Background: an optimization exercise with open tools, aiming at small area. Do not read the settings as production practice. RTL that was checked went through simulation tests only; none was proved equivalent to the original. Function not checked in run 2: the RTL went through the layout flow alone. Power is estimated from default activity; no workload was simulated.

**design.v**
```verilog
package link_mon_pkg;
    localparam int NIBBLE_W = 4;
    localparam int PKT_W = 128;
    typedef logic [NIBBLE_W-1:0] nibble_t;
    typedef logic [PKT_W-1:0] packet_t;
    typedef enum logic
    {
        DIR_DOWN = 1'b0,
        DIR_UP   = 1'b1
    } dir_e;
    typedef enum logic [NIBBLE_W-1:0]
    {
        READ_REQ  = 4'b0100,
        WRITE_REQ = 4'b0101,
        IFILL_REQ = 4'b0110
    } dn_cmd_e;
    typedef enum logic [NIBBLE_W-1:0]
    {
        READ_NACK  = 4'b0000,
        READ_ACK   = 4'b0001,
        IFILL_ACK  = 4'b0011,
        IFILL_NACK = 4'b0111,
        INT        = 4'b1000,
        INT_VEC    = 4'b1100
    } up_cmd_e;
    typedef union packed
    {
        dn_cmd_e dn;
        up_cmd_e up;
    } cmd_u;
    typedef struct packed
    {
        logic    vld;
        nibble_t data;
        logic    stall;
    } link_t;
    typedef logic [7:0] stall_cnt_t;
    typedef logic [7:0] abort_cnt_t;
    typedef struct packed
    {
        dir_e       dir;
        cmd_u       cmd;
        logic       cmd_known;
        stall_cnt_t stall_cnt;
        packet_t    packet;
    } report_t;
endpackage
`timescale 1ns/1ns
module nibble_assembler #(
    parameter int NIBBLES = 32
) (
    input  logic                     iol2clk,
    input  logic                     rst_n,
    input  link_mon_pkg::link_t      link,
    input  logic                     take,
    output logic                     pkt_abort,
    output logic                     full,
    output logic                     overflow_pulse,
    output link_mon_pkg::packet_t    entry_pkt_n,
    output link_mon_pkg::stall_cnt_t entry_stall_cnt
);
    localparam int PKT_W = NIBBLES * link_mon_pkg::NIBBLE_W;
    localparam int CNT_W = $clog2(NIBBLES + 1);
    localparam logic [CNT_W-1:0] FULL_CNT = CNT_W'(NIBBLES);
    logic [CNT_W-1:0]         beat_cnt;
    logic                     vld_q;
    logic                     stall_q;
    logic                     pkt_done;
    link_mon_pkg::stall_cnt_t stall_acc;
    link_mon_pkg::stall_cnt_t stall_base;
    logic [PKT_W-1:0]         pkt_n;
    logic                     accept;
    logic                     pkt_end;
    logic                     stall_rise;
    logic                     load;
    assign accept = link.vld && !link.stall && (beat_cnt < FULL_CNT);
    assign pkt_end = vld_q && !link.vld;
    assign stall_rise = link.vld && link.stall && !stall_q;
    assign stall_base = vld_q ? stall_acc : '0;
    always_ff @(posedge iol2clk)
    begin
        if (!rst_n)
        begin
            beat_cnt  <= '0;
            vld_q     <= 1'b0;
            stall_q   <= 1'b0;
            pkt_done  <= 1'b0;
            pkt_abort <= 1'b0;
        end
        else
        begin
            vld_q     <= link.vld;
            stall_q   <= link.stall;
            pkt_done  <= pkt_end && (beat_cnt == FULL_CNT);
            pkt_abort <= pkt_end && (beat_cnt != FULL_CNT);
            if (!link.vld)
                beat_cnt <= '0;
            else if (accept)
                beat_cnt <= beat_cnt + 1'b1;
        end
    end
    always_ff @(posedge iol2clk)
    begin
        if (link.vld)
        begin
            if (stall_rise && (stall_base != '1))
                stall_acc <= stall_base + 1'b1;
            else
                stall_acc <= stall_base;
        end
    end
    always_ff @(posedge iol2clk)
    begin
        if (accept)
            pkt_n <= {~link.data, pkt_n[PKT_W-1:link_mon_pkg::NIBBLE_W]};
    end
    assign load = pkt_done && (!full || take);
    assign overflow_pulse = pkt_done && full && !take;
    always_ff @(posedge iol2clk)
    begin
        if (!rst_n)
            full <= 1'b0;
        else if (load)
            full <= 1'b1;
        else if (take)
            full <= 1'b0;
    end
    always_ff @(posedge iol2clk)
    begin
        if (load)
        begin
            entry_pkt_n     <= pkt_n;
            entry_stall_cnt <= stall_acc;
        end
    end
endmodule
`timescale 1ns/1ns
module report_builder (
    input  logic                    dir,
    input  link_mon_pkg::nibble_t   cmd,
    output logic                    cmd_known
);
    always_comb
    begin
        cmd_known = 1'b0;
        if (dir == link_mon_pkg::DIR_DOWN)
        begin
            case (cmd)
                link_mon_pkg::READ_REQ,
                link_mon_pkg::WRITE_REQ,
                link_mon_pkg::IFILL_REQ: cmd_known = 1'b1;
                default:                 cmd_known = 1'b0;
            endcase
        end
        else
        begin
            case (cmd)
                link_mon_pkg::READ_NACK,
                link_mon_pkg::READ_ACK,
                link_mon_pkg::IFILL_ACK,
                link_mon_pkg::IFILL_NACK,
                link_mon_pkg::INT,
                link_mon_pkg::INT_VEC:   cmd_known = 1'b1;
                default:                 cmd_known = 1'b0;
            endcase
        end
    end
endmodule
`timescale 1ns/1ns
module report_ctrl (
    input  logic                     iol2clk,
    input  logic                     rst_n,
    input  link_mon_pkg::packet_t    dn_pkt_n,
    input  link_mon_pkg::stall_cnt_t dn_stall_cnt,
    input  logic                     dn_full,
    input  link_mon_pkg::packet_t    up_pkt_n,
    input  link_mon_pkg::stall_cnt_t up_stall_cnt,
    input  logic                     up_full,
    input  logic                     dn_overflow_pulse,
    input  logic                     up_overflow_pulse,
    input  logic                     dn_abort,
    input  logic                     up_abort,
    input  logic                     rpt_ack,
    output logic                     dn_take,
    output logic                     up_take,
    output logic                     rpt_req,
    output link_mon_pkg::report_t    rpt,
    output logic                     overflow,
    output link_mon_pkg::abort_cnt_t dn_abort_cnt,
    output link_mon_pkg::abort_cnt_t up_abort_cnt
);
    logic   wait_ack_low;
    logic   take;
    logic   dn_off;
    logic   up_off;
    logic   launch;
    link_mon_pkg::packet_t packet;
    logic   cmd_known;
    function automatic link_mon_pkg::abort_cnt_t sat_inc(input link_mon_pkg::abort_cnt_t v);
        sat_inc = (v == '1) ? v : v + 1'b1;
    endfunction
    assign launch = !rpt_req && !wait_ack_low && !rpt_ack && (dn_full || up_full);
    always_ff @(posedge iol2clk)
    begin
        if (!rst_n)
        begin
            rpt_req      <= 1'b0;
            wait_ack_low <= 1'b0;
            take         <= 1'b0;
        end
        else
        begin
            take <= rpt_req && rpt_ack;
            if (launch)
                rpt_req <= 1'b1;
            else if (rpt_req && rpt_ack)
            begin
                rpt_req      <= 1'b0;
                wait_ack_low <= 1'b1;
            end
            else if (wait_ack_low && !rpt_ack)
                wait_ack_low <= 1'b0;
        end
    end
    always_ff @(posedge iol2clk)
    begin
        if (launch)
        begin
            dn_off <= !dn_full;
            up_off <= dn_full;
        end
    end
    assign dn_take = take && up_off;
    assign up_take = take && dn_off;
    assign packet = ~((dn_pkt_n | {link_mon_pkg::PKT_W{dn_off}}) & (up_pkt_n | {link_mon_pkg::PKT_W{up_off}}));
    report_builder u_cmd (.dir(dn_off), .cmd(packet[link_mon_pkg::NIBBLE_W-1:0]),
                          .cmd_known(cmd_known));
    always_comb
    begin
        rpt.dir       = link_mon_pkg::dir_e'(dn_off);
        rpt.cmd       = packet[link_mon_pkg::NIBBLE_W-1:0];
        rpt.cmd_known = cmd_known;
        rpt.stall_cnt = dn_off ? up_stall_cnt : dn_stall_cnt;
        rpt.packet    = packet;
    end
    always_ff @(posedge iol2clk)
    begin
        if (!rst_n)
        begin
            overflow     <= 1'b0;
            dn_abort_cnt <= '0;
            up_abort_cnt <= '0;
        end
        else
        begin
            if (dn_overflow_pulse || up_overflow_pulse)
                overflow <= 1'b1;
            if (dn_abort)
                dn_abort_cnt <= sat_inc(dn_abort_cnt);
            if (up_abort)
                up_abort_cnt <= sat_inc(up_abort_cnt);
        end
    end
endmodule
`timescale 1ns/1ns
module link_monitor_top #(
    parameter int NIBBLES = 32
) (
    input  logic                     iol2clk,
    input  logic                     rst_n,
    input  link_mon_pkg::link_t      dn_link,
    input  link_mon_pkg::link_t      up_link,
    input  logic                     rpt_ack,
    output logic                     rpt_req,
    output link_mon_pkg::report_t    rpt,
    output logic                     overflow,
    output link_mon_pkg::abort_cnt_t dn_abort_cnt,
    output link_mon_pkg::abort_cnt_t up_abort_cnt
);
    logic                     dn_pkt_abort;
    link_mon_pkg::packet_t    dn_pkt_n;
    link_mon_pkg::stall_cnt_t dn_stall_cnt;
    logic                     dn_full;
    logic                     dn_overflow_pulse;
    logic                     dn_take;
    logic                     up_pkt_abort;
    link_mon_pkg::packet_t    up_pkt_n;
    link_mon_pkg::stall_cnt_t up_stall_cnt;
    logic                     up_full;
    logic                     up_overflow_pulse;
    logic                     up_take;
    nibble_assembler #(.NIBBLES(NIBBLES)) u_dn_asm (
        .iol2clk(iol2clk), .rst_n(rst_n), .link(dn_link), .take(dn_take),
        .pkt_abort(dn_pkt_abort), .full(dn_full), .overflow_pulse(dn_overflow_pulse),
        .entry_pkt_n(dn_pkt_n), .entry_stall_cnt(dn_stall_cnt)
    );
    nibble_assembler #(.NIBBLES(NIBBLES)) u_up_asm (
        .iol2clk(iol2clk), .rst_n(rst_n), .link(up_link), .take(up_take),
        .pkt_abort(up_pkt_abort), .full(up_full), .overflow_pulse(up_overflow_pulse),
        .entry_pkt_n(up_pkt_n), .entry_stall_cnt(up_stall_cnt)
    );
    report_ctrl u_ctrl (
        .iol2clk(iol2clk), .rst_n(rst_n),
        .dn_pkt_n(dn_pkt_n), .dn_stall_cnt(dn_stall_cnt), .dn_full(dn_full),
        .up_pkt_n(up_pkt_n), .up_stall_cnt(up_stall_cnt), .up_full(up_full),
        .dn_overflow_pulse(dn_overflow_pulse), .up_overflow_pulse(up_overflow_pulse),
        .dn_abort(dn_pkt_abort), .up_abort(up_pkt_abort),
        .rpt_ack(rpt_ack), .dn_take(dn_take), .up_take(up_take),
        .rpt_req(rpt_req), .rpt(rpt), .overflow(overflow),
        .dn_abort_cnt(dn_abort_cnt), .up_abort_cnt(up_abort_cnt)
    );
endmodule
```
**run.sh**
```bash
#!/bin/bash
# synth_recipe.tcl (not shown) runs the flow's synth.tcl, then flattens the netlist and writes it again
# the make line also repeats each setting of config.mk as NAME=value (left out here)
make -C /OpenROAD-flow-scripts/flow DESIGN_CONFIG=/design/flow/config.mk WORK_HOME=/design/flow/orfs CLKGATE_MAP_FILE= SYNTH_SCRIPT=/design/flow/synth_recipe.tcl finish
```
**constraint.sdc**
```tcl
create_clock -name core_clock -period 5.0 [get_ports {iol2clk}]
set_input_delay 1.0000 -clock core_clock [delete_from_list [all_inputs] [get_ports {iol2clk}]]
set_output_delay 1.0000 -clock core_clock [all_outputs]
set_load 0.01 [all_outputs]
```
**config.mk**
```make
export PLATFORM = sky130hd
export DESIGN_NAME = link_monitor_top
export DESIGN_NICKNAME = link_monitor_top
export VERILOG_FILES = /design/flow/design.v
export SDC_FILE = /design/flow/constraint.sdc
export NUM_CORES = 4
export LEC_CHECK = 0
export ABC_AREA = 1
export CAP_MARGIN = 20
export CORE_MARGIN = 2
export CORE_UTILIZATION = 40
export SLEW_MARGIN = 20
```
==> results of run 1 <==
==> worst max-delay path by stage <==
stage / end / startpoint / slack (ns) / depth (start not counted)
6_report: rpt[136] / u_ctrl.up_off / 1.32 / 8
5_1_grt: rpt[136] / u_ctrl.up_off / 1.09 / 6
4_1_cts: rpt[136] / u_ctrl.up_off / 1.15 / 6
3_5_place_dp: u_up_asm.pkt_n[67] / up_link[5] / 1.39 / 4
3_3_place_gp: u_up_asm.pkt_n[123] / up_link[5] / 1.48 / 4
2_1_floorplan: u_dn_asm.entry_pkt_n[0] / u_ctrl.up_off / 0.34 / 3
==> metal layers <==
layer / share of wire / wire length, um / up-vias
met2: 0.47 / 18000 / 260
li1: - / - / 4779
met4: 0.018 / 680 / 0
met3: 0.068 / 2650 / 51
met5: 0 / 0 / -
met1: 0.45 / 17400 / 5116
==> power groups by stage <==
stage | Sequential (mW) | Clock, mW | Combinational [mW]
2_1_floorplan | 5.60 | 0 | 0.0699
3_3_place_gp | 5.62 | 0 | 0.111
3_5_place_dp | 5.62 | 0 | 0.114
4_1_cts | 5.52 | 4.19 | 0.114
5_1_grt | 5.53 | 4.37 | 0.123
6_report | 5.52 | 4.05 | 0.110
==> through the flow <==
stage	total power, mW	util	instances
global route	10.0	0.491	2080
detailed placement	5.74	0.455	1978
CTS	9.82	0.491	2080
finish	9.68	0.491	2080
floorplan	5.67	-	1162
global placement	5.73	0.455	1978
==> layout by cell type, fill, tap and decap left out, types with 10 or more instances in the layout <==
| cell type | n |
|---|---|
| a21oi_1 | 18 |
| clkbuf_1 | 10 |
| clkbuf_16 | 58 |
| clkdlybuf4s50_1 | 174 |
| clkinv_1 | 14 |
| clkinv_2 | 11 |
| dfxtp_1 | 42 |
| edfxtp_1 | 546 |
| inv_1 | 64 |
| nand2_1 | 146 |
| nand2_2 | 10 |
| nand2_4 | 10 |
| nand3_1 | 33 |
| nand4_1 | 12 |
| nor2_1 | 50 |
| o22ai_1 | 125 |
==> critical path, delay by kind of cell (launching register included) <==
family / cells / cell delay (ns)
compound gates: 1 / 0.22
buf+inv: 2 / 0.78
simple gates: 5 / 0.65
flops: 1 / 0.41
==> state kept, by name, summed over array words and instances, names as in the netlist, 128 cells and up <==
signal / flops
u_dn_asm.pkt_n: 128
u_dn_asm.entry_pkt_n: 128
u_up_asm.entry_pkt_n: 128
u_up_asm.pkt_n: 128
==> layout make-up <==
cell class	instances	area, um2	share of cell area
Clock buffer	68	1490	0.0607
Clock inverter	34	277	0.0113
Inverter	72	280	0.0114
Multi-Input combinational cell	460	2470	0.101
Sequential cell	588	17200	0.703
Tap cell	672	841	0.0343
Timing Repair Buffer	186	1920	0.0783
==> cell families after synthesis <==
group                      after synthesis  synth area share
buffers and inverters                  114            0.0248
and+or+nand+nor                        280            0.0635
xor gates and xnor gates                12           0.00520
DFF                                    588             0.853
adders and majority gates                8           0.00496
AOI/OAI and AO/OA                      160            0.0481
==> flow_summary_export.csv, run 1 <==
group,metric,value,unit
synth,yosysWarnings,3,
synth,synth_edf_count,546,
sta,setup_viol,0,
clock_network,cts_tree,"yes",
global_route,grt_pass1_wl,59100,um
sta,worst_pin_slew,1.02,ns
clock_network,htreeDepth,2,
hold_path,worstHoldPathType,"flip-flop to flip-flop",
global_route,grt_use_met2,0.225,
power_and_ir_drop,switching_power,1.91,mW
placed_design,gp_congestion,0.786,
synth,syn_area,0.0202,mm2
placed_design,place_ws,1.39,ns
critical_path,critPathMaxFanout,131,
critical_path,critPathRequiredTime,4.00,ns
sta,skew,0.00970,ns
detailed_routing,vias,10200,
power_and_ir_drop,combPwrFrac,0.011,
synth,synth_most_common_cell,"edfxtp_1",
synth,yosys.cell_types.count,33,
global_route,groute.layer.met1.usage,0.202,
cells_and_area,drive_gt1_frac,0.0916,
placed_design,portBuffers,174,
clock_network,cts-resized-gates,0,
critical_path,cp-start-kind,"flip-flop",
synth,syn_nets,1185,
critical_path,worstSetupPathType,"flip-flop to primary output",
die,rows,82,
synth,synth_sequential_area_ratio,0.853,
synth,yosysTopAreaCell,"edfxtp_1",
critical_path,worstPathArrival,2.68,ns
clock_network,cts.sinks,588,
critical_path,end_kind,"primary output",
critical_path,ff2ff_setup_slack,1.96,ns
clock_network,clkLatencyLatePin,0.60,ns
critical_path,path_common_cell,"nand2_1",
detailed_routing,via_per_inst,4.91,
power_and_ir_drop,p_seq_frac,0.570,
synth,synthTopCellsByArea,"edfxtp_1 81%, dfxtp_1 4.2%, o22ai_1 3.9%",
status,status,"finished clean",
clock_network,post_cts_buffers,0,
global_route,grt_pass1_vias,10200,
cells_and_area,fillers,4196,
cells_and_area,num_antenna_cells,0,
die,io_pins,175,
synth,postSynth.asyncResetShare,0,
detailed_routing,ant_nets,0,
global_route,grt_max_degree,132,
critical_path,cpMaxStageDelayCell,"clkdlybuf4s50_1",
clock_network,numCtsBuffers,58,
clock_network,hold_buffers,0,
synth,synth_seq_cells,588,
sta,fmax,272,MHz
power_and_ir_drop,clkPwrFrac,0.419,
hold_path,whs_endpoint,"u_dn_asm.entry_pkt_n[1]",
power_and_ir_drop,power.density,395,mW/mm2
critical_path,r2r_end,"u_up_asm.entry_pkt_n[86]",
detailed_routing,wl_per_cell,18.6,um
power_and_ir_drop,netSwitchingFraction,0.197,
clock_network,cts_root_buffer,"clkbuf_16",
power_and_ir_drop,internal_power,7.77,mW
die,dieArea,0.0523,mm2
hold_path,hp-start,"u_dn_asm.pkt_n[1]",
detailed_routing,routed_wl,38800,um
synth,postSynthAreaPerCell,17.4,um2
sta,whs,0.418,ns
sta,hold_viol_final,0,
global_route,grt.met3_usage,0.0407,
power_and_ir_drop,vdd_ir_drop_max,0.274,mV
cells_and_area,syn_to_final_growth,21.4,%
die,die_h,229,um
hold_path,hold_depth,0,
sta,tns,0,ns
detailed_routing,firstDrtPassIters,6,
synth,ys.flop_type,"edfxtp_1",
global_route,grt_overflow,0,
critical_path,rr_worst_depth,4,
global_route,grt_antenna_before_repair,0,
power_and_ir_drop,leakagePower,8.17,nW
die,start_util,0.404,
sta,setup_ws,1.32,ns
die,core,0.0500,mm2
placed_design,dp_hpwl,23000,um
placed_design,placed_area,0.0228,mm2
sta,maxSlewHeadroom,0.317,
sta,rsz0062_at_grt,"false",
job,cap_violations,0,
cells_and_area,nNetsFinal,1389,
sta,slew_viol_final,0,
critical_path,cp_cell_sequence,"buf_12 -> or2_1 -> o21ai_1 -> nand2_1 -> nand2_1 -> nand2_1 -> nand2_1 -> clkdlybuf4s50_1",
synth,ys_top_cells_by_count,"546 x edfxtp_1, 146 x nand2_1, 125 x o22ai_1",
global_route,grt_util_all_layers,0.145,
detailed_routing,remaining_drc_errors,0,
sta,finalCritPeriodShare,0.736,
global_route,grt-busiest-layer,"met2",
die,die-width,229,um
detailed_routing,first_iter_violations,836,
clock_network,clkTransAtPathRegs,0.06,ns
synth,yosysTopAreaCellShare,0.812,
critical_path,cp_slowest_stage_delay,0.54,ns
clock_network,clk_path_buf_depth,3,
critical_path,rr_startpoint,"u_ctrl.dn_off",
cells_and_area,final_area,0.0245,mm2
sta,min_period,3.68,ns
synth,syn_inst,1162,
==> run 2, diff against run 1 <==
--- a/design.v
+++ b/design.v
@@ -232,7 +232,7 @@
     end
     assign dn_take = take && up_off;
     assign up_take = take && dn_off;
-    assign packet = ~((dn_pkt_n | {link_mon_pkg::PKT_W{dn_off}}) & (up_pkt_n | {link_mon_pkg::PKT_W{up_off}}));
+    assign packet = ~((dn_pkt_n | {$bits(packet){dn_off}}) & (up_pkt_n | {$bits(packet){up_off}}));
     report_builder u_cmd (.dir(dn_off), .cmd(packet[link_mon_pkg::NIBBLE_W-1:0]),
                           .cmd_known(cmd_known));
     always_comb
==> run 2 against run 1 <==
Non-clock buffer count unchanged; largest cell class unchanged; highest routed layer unchanged; synthesized area unchanged; sequential share of layout area unchanged; die area unchanged; count of clock-buffer cells in the layout unchanged; still clean on timing, DRC and antenna; power unchanged.
==> flow_summary_export.csv, run 2 <==
group,metric,value,unit
synth,syn_nets,1185,
synth,syn_area,0.0202,mm2
clock_network,cts-resized-gates,0,
critical_path,cpMaxStageDelayCell,"clkdlybuf4s50_1",
global_route,grt_antenna_before_repair,0,
clock_network,cts.sinks,588,
synth,yosys.cell_types.count,33,
clock_network,post_cts_buffers,0,
placed_design,dp_hpwl,23000,um
power_and_ir_drop,power.density,395,mW/mm2
synth,postSynth.asyncResetShare,0,
sta,finalCritPeriodShare,0.736,
global_route,grt_util_all_layers,0.145,
die,dieArea,0.0523,mm2
clock_network,htreeDepth,2,
die,core,0.0500,mm2
clock_network,cts_tree,"yes",
sta,hold_viol_final,0,
critical_path,end_kind,"primary output",
critical_path,worstSetupPathType,"flip-flop to primary output",
detailed_routing,via_per_inst,4.91,
power_and_ir_drop,power.total,9.68,mW
placed_design,portBuffers,174,
synth,synth_sequential_area_ratio,0.853,
sta,min_period,3.68,ns
sta,setup_viol,0,
cells_and_area,final_area,0.0245,mm2
hold_path,worstHoldPathType,"flip-flop to flip-flop",
synth,synth_seq_cells,588,
sta,fmax,272,MHz
hold_path,hp-start,"u_dn_asm.pkt_n[1]",
placed_design,placed_area,0.0228,mm2
critical_path,r2r_end,"u_up_asm.entry_pkt_n[86]",
global_route,grt_overflow,0,
cells_and_area,num_antenna_cells,0,
detailed_routing,remaining_drc_errors,0,
global_route,grt_max_degree,132,
sta,skew,0.00970,ns
synth,yosysTopAreaCell,"edfxtp_1",
clock_network,clkTransAtPathRegs,0.06,ns
critical_path,worstPathArrival,2.68,ns
detailed_routing,routed_wl,38800,um
clock_network,clk_path_buf_depth,3,
synth,postSynthAreaPerCell,17.4,um2
sta,slew_viol_final,0,
job,cap_violations,0,
critical_path,path_common_cell,"nand2_1",
power_and_ir_drop,leakagePower,8.17,nW
sta,worst_pin_slew,1.02,ns
synth,yosysTopAreaCellShare,0.812,
synth,ys_top_cells_by_count,"546 x edfxtp_1, 146 x nand2_1, 125 x o22ai_1",
synth,syn_inst,1162,
cells_and_area,nNetsFinal,1389,
die,die_h,229,um
clock_network,clkLatencyLatePin,0.60,ns
cells_and_area,final_common_cell,"edfxtp_1",
critical_path,ff2ff_setup_slack,1.96,ns
critical_path,rr_worst_depth,4,
die,die-width,229,um
detailed_routing,ant_nets,0,
hold_path,hold_depth,0,
detailed_routing,firstDrtPassIters,6,
global_route,grt_pass1_wl,59100,um
synth,synth_edf_count,546,
cells_and_area,syn_to_final_growth,21.4,%
critical_path,crit_start,"u_ctrl.up_off",
clock_network,hold_buffers,0,
hold_path,whs_endpoint,"u_dn_asm.entry_pkt_n[1]",
detailed_routing,wl_per_cell,18.6,um
critical_path,critPathRequiredTime,4.00,ns
global_route,grt_pass1_vias,10200,
clock_network,cts_root_buffer,"clkbuf_16",
detailed_routing,vias,10200,
power_and_ir_drop,vdd_ir_drop_max,0.274,mV
critical_path,cp_slowest_stage_delay,0.54,ns
clock_network,numCtsBuffers,58,
placed_design,gp_congestion,0.786,
die,rows,82,
sta,maxSlewHeadroom,0.317,
sta,tns,0,ns
synth,synthTopCellsByArea,"edfxtp_1 81%, dfxtp_1 4.2%, o22ai_1 3.9%",
cells_and_area,drive_gt1_frac,0.0916,
die,io_pins,175,
critical_path,cp-start-kind,"flip-flop",
cells_and_area,mostFrequentLayoutCells,"546 x edfxtp_1, 174 x clkdlybuf4s50_1, 146 x nand2_1, 125 x o22ai_1, 64 x inv_1",
critical_path,critPathMaxFanout,131,
critical_path,rr_startpoint,"u_ctrl.dn_off",
critical_path,cp_cell_sequence,"buf_12 -> or2_1 -> o21ai_1 -> nand2_1 -> nand2_1 -> nand2_1 -> nand2_1 -> clkdlybuf4s50_1",
synth,synth_most_common_cell,"edfxtp_1",
synth,ys.flop_type,"edfxtp_1",
die,start_util,0.404,
sta,rsz0062_at_grt,"false",
synth,yosysWarnings,3,
status,status,"finished clean",
detailed_routing,first_iter_violations,836,
## run 2: cell counts after synthesis
Identical to the previous run, type by type.
## run 2: metal layers
metal  global-route usage  share of wire  vias to the layer above
li1                     -              -                     4779
met1                0.202           0.45                     5116
met2                0.225           0.47                      260
met3               0.0407          0.068                       51
met4               0.0413          0.018                        0
met5                    0              0                        -
## run 2: through the flow
| step | instances | hold WS (ns) | setup slack (ns) | utilization |
|---|---|---|---|---|
| after floorplan | 1162 | 0.400 | 0.343 | - |
| after global placement | 1978 | 0.403 | 1.48 | 0.455 |
| after detailed placement | 1978 | 0.405 | 1.39 | 0.455 |
| after CTS | 2080 | 0.419 | 1.15 | 0.491 |
| after global routing | 2080 | 0.438 | 1.09 | 0.491 |
| final | 2080 | 0.418 | 1.32 | 0.491 |
## run 2: cell type report
type / count / area [um2]
Clock buffer: 68 / 1490
Clock inverter: 34 / 277
Fill cell: 4196 / 25400
Inverter: 72 / 280
Multi-Input combinational cell: 460 / 2470
Sequential cell: 588 / 17200
Tap cell: 672 / 841
Timing Repair Buffer: 186 / 1920
## run 2: worst max-delay path by stage
stage,end,cells after the start,slack [ns]
after floorplan,u_dn_asm.entry_pkt_n[0],3,0.34
after global placement,u_up_asm.pkt_n[123],4,1.48
after detailed placement,u_up_asm.pkt_n[67],4,1.39
after CTS,rpt[136],6,1.15
after global routing,rpt[136],6,1.09
final,rpt[136],8,1.32
## run 2: kinds of logic (layout without fill, tap and decap cells)
family,Yosys count,in the layout,share of synthesized area
simple gates,280,280,0.0635
compound gates,160,160,0.0481
xor+xnor,12,12,0.00520
flops,588,588,0.853
buf+inv,114,360,0.0248
fa+ha+maj,8,8,0.00496
## run 2: power by group
part           leakage [nW]  internal, mW  switching, mW
sequential             5.37          5.46         0.0558
clock                 0.864          2.28           1.77
combinational          1.94        0.0290         0.0814
## run 2: critical path, delay by kind of cell (launching register included)
family,cells,cell delay [ns]
AOI/OAI and AO/OA,1,0.22
and+or+nand+nor,5,0.65
buffers and inverters,2,0.78
DFF,1,0.41
==> run 3, diff against run 2 <==
--- a/design.v
+++ b/design.v
@@ -57,7 +57,7 @@
     output logic                     full,
     output logic                     overflow_pulse,
     output link_mon_pkg::packet_t    entry_pkt_n,
-    output link_mon_pkg::stall_cnt_t entry_stall_cnt
+    output link_mon_pkg::stall_cnt_t entry_stall_cnt_n
 );
     localparam int PKT_W = NIBBLES * link_mon_pkg::NIBBLE_W;
     localparam int CNT_W = $clog2(NIBBLES + 1);
@@ -66,7 +66,7 @@
     logic                     vld_q;
     logic                     stall_q;
     logic                     pkt_done;
-    link_mon_pkg::stall_cnt_t stall_acc;
+    link_mon_pkg::stall_cnt_t stall_acc_n;
     link_mon_pkg::stall_cnt_t stall_base;
     logic [PKT_W-1:0]         pkt_n;
     logic                     accept;
@@ -76,7 +76,7 @@
     assign accept = link.vld && !link.stall && (beat_cnt < FULL_CNT);
     assign pkt_end = vld_q && !link.vld;
     assign stall_rise = link.vld && link.stall && !stall_q;
-    assign stall_base = vld_q ? stall_acc : '0;
+    assign stall_base = vld_q ? ~stall_acc_n : '0;
     always_ff @(posedge iol2clk)
     begin
         if (!rst_n)
@@ -101,13 +101,10 @@
     end
     always_ff @(posedge iol2clk)
     begin
-        if (link.vld)
-        begin
-            if (stall_rise && (stall_base != '1))
-                stall_acc <= stall_base + 1'b1;
-            else
-                stall_acc <= stall_base;
-        end
+        if (stall_rise && (stall_base != '1))
+            stall_acc_n <= ~(stall_base + 1'b1);
+        else
+            stall_acc_n <= ~stall_base;
     end
     always_ff @(posedge iol2clk)
     begin
@@ -130,7 +127,7 @@
         if (load)
         begin
             entry_pkt_n     <= pkt_n;
-            entry_stall_cnt <= stall_acc;
+            entry_stall_cnt_n <= stall_acc_n;
         end
     end
 endmodule
@@ -171,10 +168,10 @@
     input  logic                     iol2clk,
     input  logic                     rst_n,
     input  link_mon_pkg::packet_t    dn_pkt_n,
-    input  link_mon_pkg::stall_cnt_t dn_stall_cnt,
+    input  link_mon_pkg::stall_cnt_t dn_stall_cnt_n,
     input  logic                     dn_full,
     input  link_mon_pkg::packet_t    up_pkt_n,
-    input  link_mon_pkg::stall_cnt_t up_stall_cnt,
+    input  link_mon_pkg::stall_cnt_t up_stall_cnt_n,
     input  logic                     up_full,
     input  logic                     dn_overflow_pulse,
     input  logic                     up_overflow_pulse,
@@ -232,7 +229,7 @@
     end
     assign dn_take = take && up_off;
     assign up_take = take && dn_off;
-    assign packet = ~((dn_pkt_n | {$bits(packet){dn_off}}) & (up_pkt_n | {$bits(packet){up_off}}));
+    assign packet = ~((dn_pkt_n | {link_mon_pkg::PKT_W{dn_off}}) & (up_pkt_n | {link_mon_pkg::PKT_W{up_off}}));
     report_builder u_cmd (.dir(dn_off), .cmd(packet[link_mon_pkg::NIBBLE_W-1:0]),
                           .cmd_known(cmd_known));
     always_comb
@@ -240,7 +237,7 @@
         rpt.dir       = link_mon_pkg::dir_e'(dn_off);
         rpt.cmd       = packet[link_mon_pkg::NIBBLE_W-1:0];
         rpt.cmd_known = cmd_known;
-        rpt.stall_cnt = dn_off ? up_stall_cnt : dn_stall_cnt;
+        rpt.stall_cnt = ~((dn_stall_cnt_n | {8{dn_off}}) & (up_stall_cnt_n | {8{up_off}}));
         rpt.packet    = packet;
     end
     always_ff @(posedge iol2clk)
@@ -279,30 +276,30 @@
 );
     logic                     dn_pkt_abort;
     link_mon_pkg::packet_t    dn_pkt_n;
-    link_mon_pkg::stall_cnt_t dn_stall_cnt;
+    link_mon_pkg::stall_cnt_t dn_stall_cnt_n;
     logic                     dn_full;
     logic                     dn_overflow_pulse;
     logic                     dn_take;
     logic                     up_pkt_abort;
     link_mon_pkg::packet_t    up_pkt_n;
-    link_mon_pkg::stall_cnt_t up_stall_cnt;
+    link_mon_pkg::stall_cnt_t up_stall_cnt_n;
     logic                     up_full;
     logic                     up_overflow_pulse;
     logic                     up_take;
     nibble_assembler #(.NIBBLES(NIBBLES)) u_dn_asm (
         .iol2clk(iol2clk), .rst_n(rst_n), .link(dn_link), .take(dn_take),
         .pkt_abort(dn_pkt_abort), .full(dn_full), .overflow_pulse(dn_overflow_pulse),
-        .entry_pkt_n(dn_pkt_n), .entry_stall_cnt(dn_stall_cnt)
+        .entry_pkt_n(dn_pkt_n), .entry_stall_cnt_n(dn_stall_cnt_n)
     );
     nibble_assembler #(.NIBBLES(NIBBLES)) u_up_asm (
         .iol2clk(iol2clk), .rst_n(rst_n), .link(up_link), .take(up_take),
         .pkt_abort(up_pkt_abort), .full(up_full), .overflow_pulse(up_overflow_pulse),
-        .entry_pkt_n(up_pkt_n), .entry_stall_cnt(up_stall_cnt)
+        .entry_pkt_n(up_pkt_n), .entry_stall_cnt_n(up_stall_cnt_n)
     );
     report_ctrl u_ctrl (
         .iol2clk(iol2clk), .rst_n(rst_n),
-        .dn_pkt_n(dn_pkt_n), .dn_stall_cnt(dn_stall_cnt), .dn_full(dn_full),
-        .up_pkt_n(up_pkt_n), .up_stall_cnt(up_stall_cnt), .up_full(up_full),
+        .dn_pkt_n(dn_pkt_n), .dn_stall_cnt_n(dn_stall_cnt_n), .dn_full(dn_full),
+        .up_pkt_n(up_pkt_n), .up_stall_cnt_n(up_stall_cnt_n), .up_full(up_full),
         .dn_overflow_pulse(dn_overflow_pulse), .up_overflow_pulse(up_overflow_pulse),
         .dn_abort(dn_pkt_abort), .up_abort(up_pkt_abort),
         .rpt_ack(rpt_ack), .dn_take(dn_take), .up_take(up_take),
--- a/config.mk
+++ b/config.mk
@@ -9,4 +9,7 @@
 export CAP_MARGIN = 20
 export CORE_MARGIN = 2
 export CORE_UTILIZATION = 40
+export CTS_BUF_LIST = sky130_fd_sc_hd__clkbuf_8
+export CTS_CLUSTER_DIAMETER = 40
+export CTS_CLUSTER_SIZE = 16
 export SLEW_MARGIN = 20
==> run 3 against run 2 <==
Via count grew 1.2%; core utilization up 0.13 points; synthesized cell count rose by 0.17%; combinational power up 6%; non-clock buffer count rose by 1; cell count rose by 2.3%; die area decreased by 0.34%; global-route usage is 0.24 points higher; register-to-register slack improved by 0.06 ns; clock power increased by 6.4%; synthesized area down 0.35%; critical path type unchanged; critical endpoint is now rpt[45]; largest cell class unchanged.
==> flow_summary_export.csv, run 3 <==
group,metric,value,unit
critical_path,cpMaxStageDelayCell,"edfxtp_1",
die,die_h,228,um
sta,slew_viol_final,0,
global_route,grt_overflow,0,
clock_network,numCtsBuffers,80,
synth,syn_area,0.0201,mm2
synth,postSynth.asyncResetShare,0,
critical_path,critPathMaxFanout,69,
sta,hold_viol_final,0,
synth,postSynthAreaPerCell,17.3,um2
detailed_routing,first_iter_violations,703,
placed_design,gp_congestion,0.760,
synth,yosysTopAreaCell,"edfxtp_1",
sta,skew,0.0330,ns
global_route,grt_max_degree,137,
detailed_routing,wl_per_cell,18.1,um
power_and_ir_drop,leakagePower,8.24,nW
sta,rsz0062_at_grt,"false",
hold_path,hold_depth,0,
detailed_routing,firstDrtPassIters,5,
synth,ys_top_cells_by_count,"530 x edfxtp_1, 133 x o22ai_1, 130 x nand2_1",
global_route,grt_pass1_vias,10600,
sta,worst_pin_slew,1.08,ns
synth,synth_edf_count,530,
cells_and_area,nNetsFinal,1412,
hold_path,worstHoldPathType,"flip-flop to flip-flop",
cells_and_area,drive_gt1_frac,0.126,
synth,synthTopCellsByArea,"edfxtp_1 79%, dfxtp_1 5.8%, o22ai_1 4.1%",
power_and_ir_drop,vdd_ir_drop_max,0.243,mV
critical_path,cp-start-kind,"flip-flop",
die,start_util,0.403,
synth,syn_nets,1187,
sta,finalCritPeriodShare,0.767,
critical_path,crit_family,"buffers and inverters",
placed_design,portBuffers,174,
critical_path,ff2ff_setup_slack,2.02,ns
die,die-width,228,um
power_and_ir_drop,power.density,403,mW/mm2
critical_path,r2r_end,"u_up_asm.entry_pkt_n[119]",
power_and_ir_drop,power.total,9.91,mW
critical_path,worstSetupPathType,"flip-flop to primary output",
die,dieArea,0.0521,mm2
sta,maxSlewHeadroom,0.280,
critical_path,cp_cell_sequence,"buf_12 -> o22ai_1 -> clkdlybuf4s50_1",
detailed_routing,routed_wl,38500,um
die,rows,82,
placed_design,dp_hpwl,21700,um
hold_path,hp-start,"u_up_asm.stall_acc_n[3]",
detailed_routing,vias,10300,
cells_and_area,num_antenna_cells,0,
clock_network,cts_tree,"yes",
clock_network,clk_path_buf_depth,3,
sta,min_period,3.84,ns
synth,synth_sequential_area_ratio,0.848,
clock_network,cts-resized-gates,0,
sta,fmax,261,MHz
detailed_routing,via_per_inst,4.85,
detailed_routing,ant_nets,0,
critical_path,worstPathBufferInverterCount,2,
synth,synth_top_family_by_area,"simple AND/OR/NAND/NOR gates",
hold_path,whs_endpoint,"u_up_asm.entry_stall_cnt_n[3]",
critical_path,cp_slowest_stage_delay,0.77,ns
global_route,grt_util_all_layers,0.148,
critical_path,critPathRequiredTime,4.00,ns
placed_design,place_ws,1.64,ns
synth,yosys.cell_types.count,35,
clock_network,clkLatencyLatePin,0.65,ns
clock_network,cts.sinks,588,
sta,setup_viol,0,
critical_path,rr_startpoint,"u_ctrl.dn_off",
synth,yosysTopAreaCellShare,0.791,
critical_path,rr_worst_depth,4,
synth,synth-xor-area-share,0.00305,
synth,yosysWarnings,3,
critical_path,end_kind,"primary output",
clock_network,htreeDepth,3,
die,core,0.0500,mm2
cells_and_area,mostFrequentLayoutCells,"530 x edfxtp_1, 174 x clkdlybuf4s50_1, 133 x o22ai_1, 130 x nand2_1, 85 x clkbuf_8",
sta,setup_ws,1.16,ns
synth,syn_inst,1164,
status,status,"finished clean",
synth,ys.flop_type,"edfxtp_1",
die,io_pins,175,
synth,muxShareOfSynthArea,0,
global_route,grt_antenna_before_repair,0,
synth,synthAdderAreaFrac,0.00497,
clock_network,post_cts_buffers,0,
global_route,grt_pass1_wl,60000,um
synth,synth_seq_cells,588,
cells_and_area,final_common_cell,"edfxtp_1",
clock_network,cts_root_buffer,"clkbuf_8",
job,cap_violations,0,
synth,synth_most_common_cell,"edfxtp_1",
synth,synth_compound_area_frac,0.0512,
synth,synthSimpleGateAreaFrac,0.0652,
sta,tns,0,ns
clock_network,clkTransAtPathRegs,0.07,ns
clock_network,hold_buffers,0,
critical_path,worstPathArrival,2.84,ns
detailed_routing,remaining_drc_errors,0,
cells_and_area,syn_to_final_growth,22.1,%
run 3: cell count changes after synthesis, moves of 5 or more:
cell / previous run / this run
inv_1: 66 / 71
buf_2: 29 / 16
dfxtp_1: 42 / 58
nand2_1: 146 / 130
nand3b_1: 2 / 7
buf_4: 6 / 15
nor2_1: 52 / 59
clkbuf_1: 2 / 7
o22ai_1: 125 / 133
edfxtp_1: 546 / 530
nand2_2: 10 / 5
run 3: per-stage QoR:
stage                     hold slack (ns)  utilization  instances  area [um2]
after global placement              0.404        0.453       1979       22600
final                               0.423        0.492       2127       24600
after global routing                0.435        0.492       2127       24600
after detailed placement            0.412        0.453       1979       22600
after CTS                           0.424        0.492       2127       24600
after floorplan                     0.400            -       1164       20100
run 3: kinds of logic (layout without fill, tap and decap cells):
| group | count (synthesis) | count (layout) |
|---|---|---|
| DFF | 588 | 588 |
| AOI/OAI and AO/OA | 169 | 169 |
| buffers and inverters | 118 | 409 |
| and+or+nand+nor | 274 | 274 |
| xor gates and xnor gates | 7 | 7 |
| adders and majority gates | 8 | 8 |
run 3: worst reg2reg max path: stages, from the launching register on:
cell and delay [ns]:
edfxtp_1 0.97, buf_12 0.34, a21boi_0 0.26, nor2_4 0.16, buf_12 0.47
run 3: where the power goes:
part | total (mW) | internal, mW | switching [mW]
registers | 5.49 | 5.44 | 0.0531
clock network | 4.31 | 2.36 | 1.95
logic | 0.117 | 0.0309 | 0.0865
run 3: area by class of cell:
cell class                      count  area [um2]
Clock buffer                       85        1170
Clock inverter                     63         767
Fill cell                        4169       25400
Inverter                           74         293
Multi-Input combinational cell    458        2520
Sequential cell                   588       17100
Tap cell                          672         841
Timing Repair Buffer              187        1910
run 3: routing by layer:
metal / GRT usage / routed length, um
met1: 0.187 / 16600
met2: 0.232 / 17900
met4: 0.0507 / 965
met3: 0.0599 / 3040
met5: 0 / 0
run 3: worst max path at each step:
stage | startpoint | to | slack [ns] | cells after the start
after floorplan | u_ctrl.up_off | u_dn_asm.entry_pkt_n[0] | 0.39 | 3
after global placement | dn_link[0] | u_dn_asm.pkt_n[7] | 1.67 | 5
after detailed placement | dn_link[0] | u_dn_asm.pkt_n[3] | 1.64 | 5
after CTS | u_ctrl.dn_off | rpt[45] | 1.07 | 3
after global routing | u_ctrl.dn_off | rpt[82] | 0.99 | 3
final | u_ctrl.dn_off | rpt[45] | 1.16 | 3
==> run 4, diff against run 3 <==
==> config.mk (replaced) <==
export PLATFORM = sky130hd
export DESIGN_NAME = link_monitor_top
export DESIGN_NICKNAME = link_monitor_top
export VERILOG_FILES = /design/flow/design.v
export SDC_FILE = /design/flow/constraint.sdc
export NUM_CORES = 4
export LEC_CHECK = 0
export CAP_MARGIN = 20
export CORE_MARGIN = 2
export CORE_UTILIZATION = 65
export CTS_BUF_LIST = sky130_fd_sc_hd__clkbuf_8
export CTS_CLUSTER_DIAMETER = 50
export CTS_CLUSTER_SIZE = 20
export SLEW_MARGIN = 20
==> run 4 against run 3 <==
Core utilization increased by 27 points; hold slack improved by 0.0081 ns; fmax decreased by 0.94%; via count decreased by 11%; sequential power about the same; global-route usage increased by 6.4 points; count of clock-buffer cells in the layout decreased by 39; power decreased by 18%; sequential share of layout area increased by 5.8 points; highest routed layer unchanged; synthesized area decreased by 3.0%; non-clock buffer count decreased by 2; wire length decreased by 14%.
==> flow_summary_export.csv, run 4 <==
group,metric,value,unit
status,status,"finished clean",
synth,postSynth.asyncResetShare,0,
critical_path,end_kind,"primary output",
clock_network,clk_path_buf_depth,3,
die,start_util,0.659,
synth,synth_sequential_area_ratio,0.875,
sta,worst_pin_slew,0.920,ns
die,dieArea,0.0314,mm2
synth,postSynthAreaPerCell,20.1,um2
placed_design,dp_hpwl,18500,um
clock_network,hold_buffers,0,
die,die-width,177,um
sta,setup_viol,0,
die,die_h,177,um
sta,maxSlewHeadroom,0.385,
detailed_routing,firstDrtPassIters,5,
sta,tns,0,ns
cells_and_area,final_core_util,0.766,
detailed_routing,via_per_inst,5.80,
power_and_ir_drop,power.density,359,mW/mm2
sta,slew_viol_final,0,
placed_design,portBuffers,174,
cells_and_area,syn_to_final_growth,16.3,%
power_and_ir_drop,power.total,8.14,mW
cells_and_area,nNetsFinal,1185,
synth,synth_edf_count,530,
global_route,grt_antenna_before_repair,0,
cells_and_area,mostFrequentLayoutCells,"530 x edfxtp_1, 174 x clkdlybuf4s50_1, 136 x o22ai_1, 58 x dfxtp_1, 46 x clkbuf_8",
power_and_ir_drop,vdd_ir_drop_max,0.408,mV
synth,syn_inst,973,
synth,synth_most_common_cell,"edfxtp_1",
detailed_routing,routed_wl,33300,um
detailed_routing,ant_nets,0,
synth,synthTopCellsByArea,"edfxtp_1 82%, dfxtp_1 5.9%, o22ai_1 4.4%",
critical_path,critPathMaxFanout,24,
detailed_routing,vias,9195,
synth,yosysTopAreaCellShare,0.815,
clock_network,post_cts_buffers,0,
global_route,grt_max_degree,137,
sta,hold_viol_final,0,
job,cap_violations,0,
synth,yosysWarnings,3,
synth,syn_nets,996,
critical_path,worstPathArrival,2.87,ns
sta,finalCritPeriodShare,0.774,
cells_and_area,final_common_cell,"edfxtp_1",
critical_path,cp-start-kind,"flip-flop",
synth,synth_seq_cells,588,
sta,min_period,3.87,ns
global_route,grt_util_all_layers,0.212,
sta,rsz0062_at_grt,"false",
clock_network,cts_tree,"yes",
placed_design,gp_congestion,0.772,
synth,ys_top_cells_by_count,"530 x edfxtp_1, 136 x o22ai_1, 58 x dfxtp_1",
global_route,grt_pass1_vias,8887,
clock_network,numCtsBuffers,42,
clock_network,htreeDepth,2,
synth,yosysTopAreaCell,"edfxtp_1",
global_route,grt_pass1_wl,50000,um
hold_path,worstHoldPathType,"flip-flop to flip-flop",
die,core,0.0296,mm2
clock_network,cts.sinks,588,
clock_network,clkTransAtPathRegs,0.11,ns
cells_and_area,drive_gt1_frac,0.0736,
detailed_routing,first_iter_violations,797,
detailed_routing,remaining_drc_errors,0,
synth,syn_area,0.0195,mm2
critical_path,critPathRequiredTime,4.00,ns
cells_and_area,num_antenna_cells,0,
die,io_pins,175,
sta,skew,0.0253,ns
clock_network,clkLatencyLatePin,0.60,ns
critical_path,worstSetupPathType,"flip-flop to primary output",
synth,ys.flop_type,"edfxtp_1",
die,rows,63,
detailed_routing,wl_per_cell,21.0,um
clock_network,cts-resized-gates,0,
clock_network,cts_root_buffer,"clkbuf_8",
global_route,grt_overflow,0,
power_and_ir_drop,leakagePower,7.28,nW
synth,yosys.cell_types.count,43,
sta,fmax,258,MHz
run 4: cell count changes in the layout (fill, tap and decap cells not counted), moves of 8 or more:
| cell | delta |
|---|---|
| a21oi_1 | -9 |
| and2_1 | +8 |
| and4_1 | +8 |
| bufinv_16 | -10 |
| clkbuf_8 | -39 |
| inv_1 | -53 |
| nand2_1 | -115 |
| nand2b_1 | +8 |
| nand3_1 | -30 |
| nor2_1 | -30 |
| nor2b_1 | +12 |
| xnor2_1 | +19 |
run 4: power by group:
part / internal (mW) / total [mW] / switching, mW
sequential: 5.42 / 5.47 / 0.0454
combinational: 0.0248 / 0.0863 / 0.0615
clock: 1.07 / 2.59 / 1.52
run 4: stage by stage:
stage | setup WS [ns] | cell area [um2] | std cells | hold slack (ns)
after global routing | 0.902 | 22700 | 1586 | 0.447
after detailed placement | 1.73 | 21700 | 1507 | 0.405
after CTS | 1.04 | 22700 | 1585 | 0.431
after global placement | 1.81 | 21700 | 1507 | 0.402
final | 1.13 | 22700 | 1586 | 0.431
after floorplan | -0.133 | 19500 | 973 | 0.400
run 4: logic make-up after synthesis:
logic type / count (synthesis) / synth area share
flip-flops: 588 / 0.875
XOR/XNOR: 26 / 0.0117
AO/OA/AOI/OAI: 175 / 0.0576
adder cells (fa/ha/maj): 8 / 0.00513
buffers and inverters: 55 / 0.0120
AND/OR/NAND/NOR: 115 / 0.0356
multiplexers: 6 / 0.00314
run 4: path summary, 6_finish.rpt:
kind / from / endpoint / slack, ns / cells after the start
setup / recovery: u_ctrl.dn_off / rpt[136] / 1.13 / 5
hold / removal: u_dn_asm.pkt_n[0] / u_dn_asm.entry_pkt_n[0] / 0.43 / 0
setup reg to reg: u_ctrl.up_off / u_dn_asm.entry_pkt_n[127] / 2.38 / 4
hold reg to reg: u_dn_asm.pkt_n[0] / u_dn_asm.entry_pkt_n[0] / 0.43 / 0
run 4: cell type report:
| class | count | area, um2 |
|---|---|---|
| Fill cell | 1685 | 6940 |
| Clock buffer | 46 | 633 |
| Multi-Input combinational cell | 330 | 2240 |
| Tap cell | 390 | 488 |
| Sequential cell | 588 | 17100 |
| Inverter | 15 | 56.3 |
| Clock inverter | 32 | 297 |
| Timing Repair Buffer | 185 | 1910 |
run 4: critical path, cell delays in order, from the launching register on:
cell,delay (ns)
edfxtp_1,0.89
o22ai_1,0.26
nand2b_1,0.21
a21oi_1,0.16
mux2i_1,0.21
clkdlybuf4s50_1,0.56
run 4: per-layer routing:
layer	wire length, um	vias to the layer above	global-route usage
met1	14600	4601	0.314
met3	2520	43	0.0525
met4	610	0	0.0546
li1	-	4245	-
met2	15500	306	0.323
met5	0	-	0
==> run 5, diff against run 4 <==
--- a/config.mk
+++ b/config.mk
@@ -7,7 +7,7 @@
 export LEC_CHECK = 0
 export CAP_MARGIN = 20
 export CORE_MARGIN = 2
-export CORE_UTILIZATION = 65
+export CORE_UTILIZATION = 75
 export CTS_BUF_LIST = sky130_fd_sc_hd__clkbuf_8
 export CTS_CLUSTER_DIAMETER = 50
 export CTS_CLUSTER_SIZE = 20
==> run 5 against run 4 <==
Still clean on timing, DRC and antenna; synthesized cell count unchanged; global-route usage increased by 5.7 points; clock skew increased by 0.0012 ns; count of clock-buffer cells in the layout decreased by 2; sequential power about the same; power decreased by 2.2%; clock power decreased by 7%; critical endpoint is now rpt[120]; largest cell class unchanged.
==> flow_summary_export.csv, run 5 <==
group,metric,value,unit
detailed_routing,via_per_inst,6.31,
global_route,grt_pass1_vias,9307,
synth,ys.flop_type,"edfxtp_1",
clock_network,clkLatencyLatePin,0.58,ns
placed_design,gp_congestion,0.770,
synth,syn_inst,973,
cells_and_area,final_cells,1521,
clock_network,cts-resized-gates,0,
die,rows,59,
cells_and_area,final_common_cell,"edfxtp_1",
synth,syn_area,0.0195,mm2
synth,yosysTopAreaCellShare,0.815,
synth,synthTopCellsByArea,"edfxtp_1 82%, dfxtp_1 5.9%, o22ai_1 4.4%",
global_route,grt_antenna_before_repair,0,
clock_network,cts_root_buffer,"clkbuf_8",
cells_and_area,final_core_util,0.871,
synth,synth_seq_cells,588,
die,dieArea,0.0273,mm2
synth,ys_top_cells_by_count,"530 x edfxtp_1, 136 x o22ai_1, 58 x dfxtp_1",
global_route,grt_max_degree,135,
cells_and_area,final_area,0.0225,mm2
cells_and_area,mostFrequentLayoutCells,"530 x edfxtp_1, 174 x clkdlybuf4s50_1, 136 x o22ai_1, 58 x dfxtp_1, 44 x clkbuf_8",
cells_and_area,num_antenna_cells,0,
detailed_routing,wl_per_cell,23.9,um
cells_and_area,ff_latch_area,0.0171,mm2
placed_design,placed_area,0.0217,mm2
clock_network,clk_path_buf_depth,3,
clock_network,hold_buffers,0,
critical_path,crit_end,"rpt[120]",
critical_path,ff2ff_setup_slack,2.37,ns
synth,yosysWarnings,3,
job,cap_violations,0,
clock_network,cts_tree,"yes",
sta,maxSlewHeadroom,0.275,
global_route,grt_pass1_wl,53600,um
sta,tns,0,ns
clock_network,htreeDepth,2,
hold_path,worstHoldPathType,"flip-flop to flip-flop",
placed_design,dp_hpwl,21100,um
sta,whs,0.432,ns
synth,synth_edf_count,530,
synth,synth_most_common_cell,"edfxtp_1",
cells_and_area,nNetsFinal,1184,
placed_design,post-place-cells,1454,
critical_path,rr_startpoint,"u_ctrl.dn_off",
critical_path,cp-start-kind,"flip-flop",
placed_design,place_ws,1.58,ns
die,io_pins,175,
sta,finalCritPeriodShare,0.811,
cells_and_area,syn_to_final_growth,15.4,%
cells_and_area,multi_input_area,0.00224,mm2
sta,fmax,247,MHz
detailed_routing,vias,9597,
sta,rsz0062_at_grt,"false",
sta,min_period,4.05,ns
detailed_routing,remaining_drc_errors,0,
placed_design,portBuffers,174,
critical_path,cpMaxStageDelayCell,"buf_4",
synth,yosys.cell_types.count,43,
clock_network,cts.sinks,588,
detailed_routing,firstDrtPassIters,5,
critical_path,critPathRequiredTime,4.00,ns
sta,setup_viol,0,
critical_path,cp_slowest_stage_delay,0.71,ns
cells_and_area,fillers,1024,
synth,postSynthAreaPerCell,20.1,um2
critical_path,crit_start,"u_ctrl.dn_off",
clock_network,post_cts_buffers,0,
synth,yosysTopAreaCell,"edfxtp_1",
die,core,0.0258,mm2
critical_path,path_common_cell,"buf_4",
critical_path,end_kind,"primary output",
sta,setup_ws,0.946,ns
critical_path,rr_worst_depth,4,
power_and_ir_drop,power.density,354,mW/mm2
die,die_h,165,um
die,die-width,165,um
cells_and_area,drive_gt1_frac,0.0700,
global_route,grt_overflow,0,
detailed_routing,ant_nets,0,
sta,hold_viol_final,0,
status,status,"finished clean",
global_route,grt_util_all_layers,0.269,
sta,slew_viol_final,0,
critical_path,worstSetupPathType,"flip-flop to primary output",
critical_path,cp_cell_sequence,"buf_4 -> buf_4 -> o22ai_1 -> clkdlybuf4s50_1",
detailed_routing,first_iter_violations,1137,
critical_path,worstPathArrival,3.05,ns
critical_path,critPathMaxFanout,62,
synth,synth_sequential_area_ratio,0.875,
power_and_ir_drop,vdd_ir_drop_max,0.435,mV
synth,syn_nets,996,
clock_network,clkTransAtPathRegs,0.11,ns
critical_path,r2r_end,"u_up_asm.entry_pkt_n[80]",
die,start_util,0.755,
detailed_routing,routed_wl,36400,um
clock_network,numCtsBuffers,40,
sta,skew,0.0266,ns
sta,worst_pin_slew,1.09,ns
power_and_ir_drop,leakagePower,7.24,nW
power_and_ir_drop,power.total,7.97,mW
synth,postSynth.asyncResetShare,0,
## run 5: cell counts after synthesis
No cell type changed its count.
## run 5: per-layer routing
layer | up-vias | global-route usage | share of wire
met3 | 94 | 0.0589 | 0.083
li1 | 4222 | - | -
met5 | - | 0 | 0
met1 | 4772 | 0.367 | 0.38
met2 | 509 | 0.442 | 0.50
met4 | 0 | 0.0889 | 0.031
## run 5: worst min path at each step
stage                      start                       to  slack, ns  cells after the start
4_1_cts        u_dn_asm.pkt_n[0]  u_dn_asm.entry_pkt_n[0]       0.44                      0
3_3_place_gp   u_dn_asm.pkt_n[3]  u_dn_asm.entry_pkt_n[3]       0.40                      0
5_1_grt        u_dn_asm.pkt_n[0]  u_dn_asm.entry_pkt_n[0]       0.45                      0
2_1_floorplan  u_dn_asm.pkt_n[0]  u_dn_asm.entry_pkt_n[0]       0.40                      0
3_5_place_dp   u_up_asm.pkt_n[1]  u_up_asm.entry_pkt_n[1]       0.41                      0
6_report       u_dn_asm.pkt_n[0]  u_dn_asm.entry_pkt_n[0]       0.43                      0
## run 5: report_power, final
part,internal (mW),switching (mW)
Clock,0.958,1.45
Sequential,5.42,0.0510
Combinational,0.0249,0.0625
Total,6.41,1.56
## run 5: area by class of cell
cell class,count,share of cell area
clock buffer,44,0.0269
tap,335,0.0186
inverter,15,0.00250
multi-input combinational,330,0.0993
clock inverter,23,0.00956
sequential,588,0.758
timing repair buffer,186,0.0847
## run 5: kinds of logic (layout without fill, tap and decap cells)
logic type | Yosys count | in the layout | share of synthesized area
compound gates | 175 | 175 | 0.0576
flops | 588 | 588 | 0.875
xor+xnor | 26 | 26 | 0.0117
simple gates | 115 | 115 | 0.0356
mux | 6 | 6 | 0.00314
fa+ha+maj | 8 | 8 | 0.00513
buf+inv | 55 | 268 | 0.0120
## run 5: critical path: cells and delay by family (launching register included)
| family | cells | cell delay (ns) |
|---|---|---|
| compound gates | 1 | 0.26 |
| buf+inv | 3 | 1.79 |
| flops | 1 | 0.37 |
==> run 6, diff against run 5 <==
==> config.mk (replaced) <==
export PLATFORM = sky130hd
export DESIGN_NAME = link_monitor_top
export DESIGN_NICKNAME = link_monitor_top
export VERILOG_FILES = /design/flow/design.v
export SDC_FILE = /design/flow/constraint.sdc
export NUM_CORES = 4
export LEC_CHECK = 0
export ABC_AREA = 1
export CAP_MARGIN = 20
export CORE_MARGIN = 2
export CORE_UTILIZATION = 40
export CTS_BUF_LIST = sky130_fd_sc_hd__clkbuf_4 sky130_fd_sc_hd__clkbuf_8
export CTS_CLUSTER_DIAMETER = 30
export CTS_CLUSTER_SIZE = 12
export SLEW_MARGIN = 20
==> run 6 against run 5 <==
Still clean on timing, DRC and antenna; global-route usage down 12 points; clock power up 120%; hold slack worse by 0.0065 ns; fmax up 4.9%; combinational power up 34%; sequential share of layout area down 8.2 points; clock skew up 0.0014 ns; synthesized area up 3.1%; core utilization down 37 points; via count up 9.1%; cell count up 44%; largest cell class unchanged; largest power group unchanged; highest routed layer unchanged.
==> flow_summary_export.csv, run 6 <==
group,metric,value,unit
power_and_ir_drop,leakagePower,8.52,nW
cells_and_area,drive_gt1_frac,0.161,
critical_path,cp_slowest_stage_delay,0.97,ns
job,cap_violations,0,
critical_path,crit_end,"rpt[65]",
clock_network,cts_root_buffer,"clkbuf_8",
sta,rsz0062_at_grt,"false",
global_route,grt_pass1_vias,10900,
sta,setup_ws,1.14,ns
global_route,grt_pass1_wl,60900,um
die,io_pins,175,
detailed_routing,ant_nets,0,
clock_network,htreeDepth,3,
hold_path,worstHoldPathType,"flip-flop to flip-flop",
placed_design,portBuffers,174,
power_and_ir_drop,vdd_ir_drop_max,0.247,mV
global_route,grt_max_degree,137,
critical_path,worstPathBufferInverterCount,2,
cells_and_area,num_antenna_cells,0,
clock_network,clkLatencyLatePin,0.69,ns
cells_and_area,syn_to_final_growth,25.4,%
synth,synth_most_common_cell,"edfxtp_1",
status,status,"finished clean",
synth,postSynth.asyncResetShare,0,
critical_path,crit_start,"u_ctrl.dn_off",
critical_path,rr_startpoint,"u_ctrl.up_off",
clock_network,clkTransAtPathRegs,0.06,ns
cells_and_area,nNetsFinal,1442,
clock_network,cts.sinks,588,
sta,setup_viol,0,
cells_and_area,fillers,4107,
detailed_routing,firstDrtPassIters,4,
cells_and_area,ff_latch_area,0.0171,mm2
synth,synthTopCellsByArea,"edfxtp_1 79%, dfxtp_1 5.8%, o22ai_1 4.1%",
placed_design,dp_hpwl,21700,um
sta,fmax,259,MHz
die,rows,82,
sta,min_period,3.86,ns
synth,ys.flop_type,"edfxtp_1",
detailed_routing,routed_wl,38900,um
detailed_routing,first_iter_violations,630,
critical_path,worstSetupPathType,"flip-flop to primary output",
synth,synth_seq_cells,588,
synth,ys_top_cells_by_count,"530 x edfxtp_1, 133 x o22ai_1, 130 x nand2_1",
die,die_h,228,um
synth,synth_sequential_area_ratio,0.848,
die,start_util,0.403,
clock_network,clk_path_buf_depth,3,
cells_and_area,mostFrequentLayoutCells,"530 x edfxtp_1, 174 x clkdlybuf4s50_1, 133 x o22ai_1, 130 x nand2_1, 110 x clkbuf_8",
sta,worst_pin_slew,0.944,ns
critical_path,crit_family,"buffers and inverters",
critical_path,ff2ff_setup_slack,2.08,ns
detailed_routing,vias,10500,
cells_and_area,multi_input_area,0.00252,mm2
clock_network,post_cts_buffers,0,
cells_and_area,final_core_util,0.505,
sta,maxSlewHeadroom,0.371,
critical_path,cp_num_cells,3,
clock_network,hold_buffers,0,
critical_path,worstPathArrival,2.86,ns
synth,syn_nets,1187,
clock_network,numCtsBuffers,110,
sta,tns,0,ns
clock_network,cts-resized-gates,0,
clock_network,cts_tree,"yes",
sta,hold_viol_final,0,
die,core,0.0500,mm2
synth,yosysWarnings,3,
critical_path,critPathRequiredTime,4.00,ns
critical_path,critPathMaxFanout,69,
synth,synth_edf_count,530,
critical_path,cpMaxStageDelayCell,"edfxtp_1",
global_route,grt_overflow,0,
die,dieArea,0.0521,mm2
sta,skew,0.0280,ns
critical_path,r2r_end,"u_dn_asm.entry_pkt_n[95]",
critical_path,cp-start-kind,"flip-flop",
synth,yosysTopAreaCell,"edfxtp_1",
global_route,grt_antenna_before_repair,0,
power_and_ir_drop,power.density,432,mW/mm2
synth,yosys.cell_types.count,35,
synth,yosysTopAreaCellShare,0.791,
detailed_routing,wl_per_cell,17.8,um
synth,postSynthAreaPerCell,17.3,um2
cells_and_area,final_common_cell,"edfxtp_1",
detailed_routing,remaining_drc_errors,0,
sta,slew_viol_final,0,
critical_path,cp_cell_sequence,"buf_12 -> o22ai_1 -> clkdlybuf4s50_1",
placed_design,gp_congestion,0.760,
global_route,grt_util_all_layers,0.149,
synth,syn_inst,1164,
detailed_routing,via_per_inst,4.79,
placed_design,place_ws,1.64,ns
die,die-width,228,um
synth,syn_area,0.0201,mm2
sta,finalCritPeriodShare,0.773,
critical_path,end_kind,"primary output",
critical_path,rr_worst_depth,4,
## run 6: area by class of cell
cell class / count / area share
multi-input combinational: 458 / 0.0999
inverter: 74 / 0.0116
clock inverter: 92 / 0.0411
timing repair buffer: 187 / 0.0759
tap: 672 / 0.0333
sequential: 588 / 0.677
clock buffer: 115 / 0.0615
## run 6: report_power, final
part           internal, mW  switching [mW]
clock network          3.09            2.19
logic                0.0309          0.0865
registers              5.44          0.0533
## run 6: through the flow
step           std cells  area, um2  power [mW]  hold WS [ns]
2_1_floorplan       1164      20100        5.66         0.400
3_5_place_dp        1979      22600        5.72         0.412
6_report            2186      25200        10.9         0.426
3_3_place_gp        1979      22600        5.71         0.404
5_1_grt             2186      25200        11.3         0.436
4_1_cts             2186      25200        11.0         0.424
## run 6: how the worst min path moves through the flow
stage,to,cells past startpoint,start
floorplan,u_dn_asm.entry_pkt_n[0],0,u_dn_asm.pkt_n[0]
global placement,u_up_asm.entry_pkt_n[1],0,u_up_asm.pkt_n[1]
detailed placement,u_up_asm.entry_pkt_n[0],0,u_up_asm.pkt_n[0]
CTS,u_up_asm.entry_pkt_n[52],0,u_up_asm.pkt_n[52]
global route,u_dn_asm.entry_pkt_n[3],0,u_dn_asm.pkt_n[3]
finish,u_dn_asm.entry_pkt_n[3],0,u_dn_asm.pkt_n[3]
## run 6: kinds of logic (layout without fill, tap and decap cells)
| family | count (synthesis) | count (layout) | share of synthesized area |
|---|---|---|---|
| adders and majority gates | 8 | 8 | 0.00497 |
| and+or+nand+nor | 274 | 274 | 0.0652 |
| DFF | 588 | 588 | 0.848 |
| xor gates and xnor gates | 7 | 7 | 0.00305 |
| AOI/OAI and AO/OA | 169 | 169 | 0.0512 |
| buffers and inverters | 118 | 468 | 0.0272 |
## run 6: worst reg2reg max path, stage by stage, from the launching register on
cell      delay (ns)
edfxtp_1        0.68
buf_12          0.46
a21oi_1         0.26
nor2_4          0.46
buf_4           0.67
## run 6: layer usage
metal,global-route usage,share of wire
met4,0.0600,0.024
met3,0.0630,0.082
met1,0.185,0.43
met5,0,0
met2,0.232,0.46
==> run 7, diff against run 6 <==
==> config.mk (replaced) <==
export PLATFORM = sky130hd
export DESIGN_NAME = link_monitor_top
export DESIGN_NICKNAME = link_monitor_top
export VERILOG_FILES = /design/flow/design.v
export SDC_FILE = /design/flow/constraint.sdc
export NUM_CORES = 4
export LEC_CHECK = 0
export CAP_MARGIN = 20
export CORE_MARGIN = 2
export CORE_UTILIZATION = 65
export CTS_BUF_LIST = sky130_fd_sc_hd__clkbuf_16
export CTS_CLUSTER_DIAMETER = 60
export CTS_CLUSTER_SIZE = 30
export SLEW_MARGIN = 20
==> run 7 against run 6 <==
Still clean on timing, DRC and antenna; core utilization rose by 27 points; hold slack barely moved; first-iteration DRC count grew 41%; clock power fell by 41%; synthesized cell count down 16%; critical path depth unchanged; clock skew is 0.0020 ns higher; global-route usage grew 6.2 points; non-clock buffer count is 2 lower; sequential share of layout area increased by 6.6 points; fmax up 1.6%; via count shrank 12%; largest power group unchanged.
==> flow_summary_export.csv, run 7 <==
group,metric,value,unit
status,status,"finished clean",
detailed_routing,firstDrtPassIters,5,
power_and_ir_drop,leakagePower,7.41,nW
global_route,grt_antenna_before_repair,0,
cells_and_area,num_antenna_cells,0,
detailed_routing,ant_nets,0,
placed_design,dp_hpwl,18500,um
sta,setup_viol,0,
global_route,grt_pass1_vias,8715,
synth,synthTopCellsByArea,"edfxtp_1 82%, dfxtp_1 5.9%, o22ai_1 4.4%",
cells_and_area,mostFrequentLayoutCells,"530 x edfxtp_1, 174 x clkdlybuf4s50_1, 136 x o22ai_1, 58 x dfxtp_1, 37 x clkbuf_16",
clock_network,hold_buffers,0,
hold_path,worstHoldPathType,"flip-flop to flip-flop",
die,io_pins,175,
cells_and_area,final_common_cell,"edfxtp_1",
sta,worst_pin_slew,0.966,ns
power_and_ir_drop,vdd_ir_drop_max,0.419,mV
detailed_routing,first_iter_violations,889,
critical_path,cp-start-kind,"flip-flop",
clock_network,clkTransAtPathRegs,0.08,ns
global_route,grt_max_degree,137,
global_route,grt_util_all_layers,0.211,
synth,yosys.cell_types.count,43,
critical_path,critPathMaxFanout,101,
synth,postSynthAreaPerCell,20.1,um2
sta,hold_viol_final,0,
die,die_h,177,um
detailed_routing,met2_length,15600,um
synth,yosysWarnings,3,
detailed_routing,wl_met1,14800,um
critical_path,cpMaxStageDelayCell,"edfxtp_1",
synth,syn_nets,996,
synth,yosysTopAreaCellShare,0.815,
synth,synth_edf_count,530,
global_route,grt_pass1_wl,50300,um
detailed_routing,remaining_drc_errors,0,
critical_path,worstSetupPathType,"flip-flop to primary output",
synth,syn_inst,973,
die,dieArea,0.0314,mm2
sta,min_period,3.80,ns
die,rows,63,
clock_network,clkLatencyLatePin,0.54,ns
critical_path,worstPathBufferInverterCount,2,
sta,slew_viol_final,0,
synth,yosysTopAreaCell,"edfxtp_1",
critical_path,worstPathArrival,2.80,ns
die,start_util,0.659,
global_route,grt_overflow,0,
clock_network,cts_tree,"yes",
synth,synth_most_common_cell,"edfxtp_1",
placed_design,portBuffers,174,
clock_network,cts.sinks,588,
critical_path,crit_family,"buffers and inverters",
critical_path,end_kind,"primary output",
sta,skew,0.0300,ns
synth,postSynth.asyncResetShare,0,
sta,whs,0.426,ns
critical_path,cp_cell_sequence,"buf_12 -> o22ai_1 -> clkdlybuf4s50_1",
cells_and_area,final_cells,1570,
cells_and_area,final_core_util,0.776,
placed_design,gp_congestion,0.772,
synth,synth_sequential_area_ratio,0.875,
sta,fmax,263,MHz
job,cap_violations,0,
sta,maxSlewHeadroom,0.356,
power_and_ir_drop,power.density,378,mW/mm2
cells_and_area,nNetsFinal,1177,
detailed_routing,wl_met3,2360,um
detailed_routing,wl_per_cell,21.2,um
synth,syn_area,0.0195,mm2
detailed_routing,routed_wl,33300,um
-- run 7: cell count changes after synthesis, sizes merged, moves of 7 or more --
cell / previous run / this run
nor2: 70 / 27
nand2b: 0 / 8
nand2: 141 / 15
nand3: 38 / 6
clkbuf: 7 / 20
and4: 0 / 8
buf: 37 / 20
and2: 0 / 8
xnor2: 1 / 20
a21oi: 17 / 10
inv: 74 / 15
nor2b: 0 / 14
-- run 7: path summary, 6_finish.rpt --
kind / depth (start not counted) / from / slack, ns / endpoint
max: 3 / u_ctrl.dn_off / 1.20 / rpt[92]
min: 0 / u_dn_asm.pkt_n[0] / 0.43 / u_dn_asm.entry_pkt_n[0]
max reg2reg: 3 / u_ctrl.up_off / 2.42 / u_dn_asm.entry_pkt_n[85]
min reg2reg: 0 / u_dn_asm.pkt_n[0] / 0.43 / u_dn_asm.entry_pkt_n[0]
-- run 7: area by class of cell --
cell class	count	area, um2	share of cell area
inverters	15	56.3	0.00245
repair buffers	185	1920	0.0835
clock buffers	37	926	0.0403
flip-flops and latches	588	17100	0.743
clock inverters	25	293	0.0127
multi-input cells	330	2240	0.0972
well taps	390	488	0.0212
-- run 7: layer usage --
metal	GRT usage	vias to the layer above
li1	-	4238
met1	0.320	4623
met2	0.324	294
met3	0.0467	45
met4	0.0488	0
met5	0	-
-- run 7: power breakdown --
part	switching (mW)	internal, mW
clock network	1.64	1.50
registers	0.0460	5.42
logic	0.0608	0.0248
-- run 7: kinds of logic after synthesis --
kind of cell | Yosys count | share of synthesized area
buffers and inverters | 55 | 0.0120
adder cells (fa/ha/maj) | 8 | 0.00513
multiplexers | 6 | 0.00314
AO/OA/AOI/OAI | 175 | 0.0576
flip-flops | 588 | 0.875
AND/OR/NAND/NOR | 115 | 0.0356
XOR/XNOR | 26 | 0.0117
-- run 7: metrics by stage --
stage	setup slack (ns)	power [mW]
final	1.20	8.69
after global routing	1.02	8.94
after CTS	1.16	8.76
after detailed placement	1.73	5.67
after global placement	1.81	5.66
after floorplan	-0.133	5.62
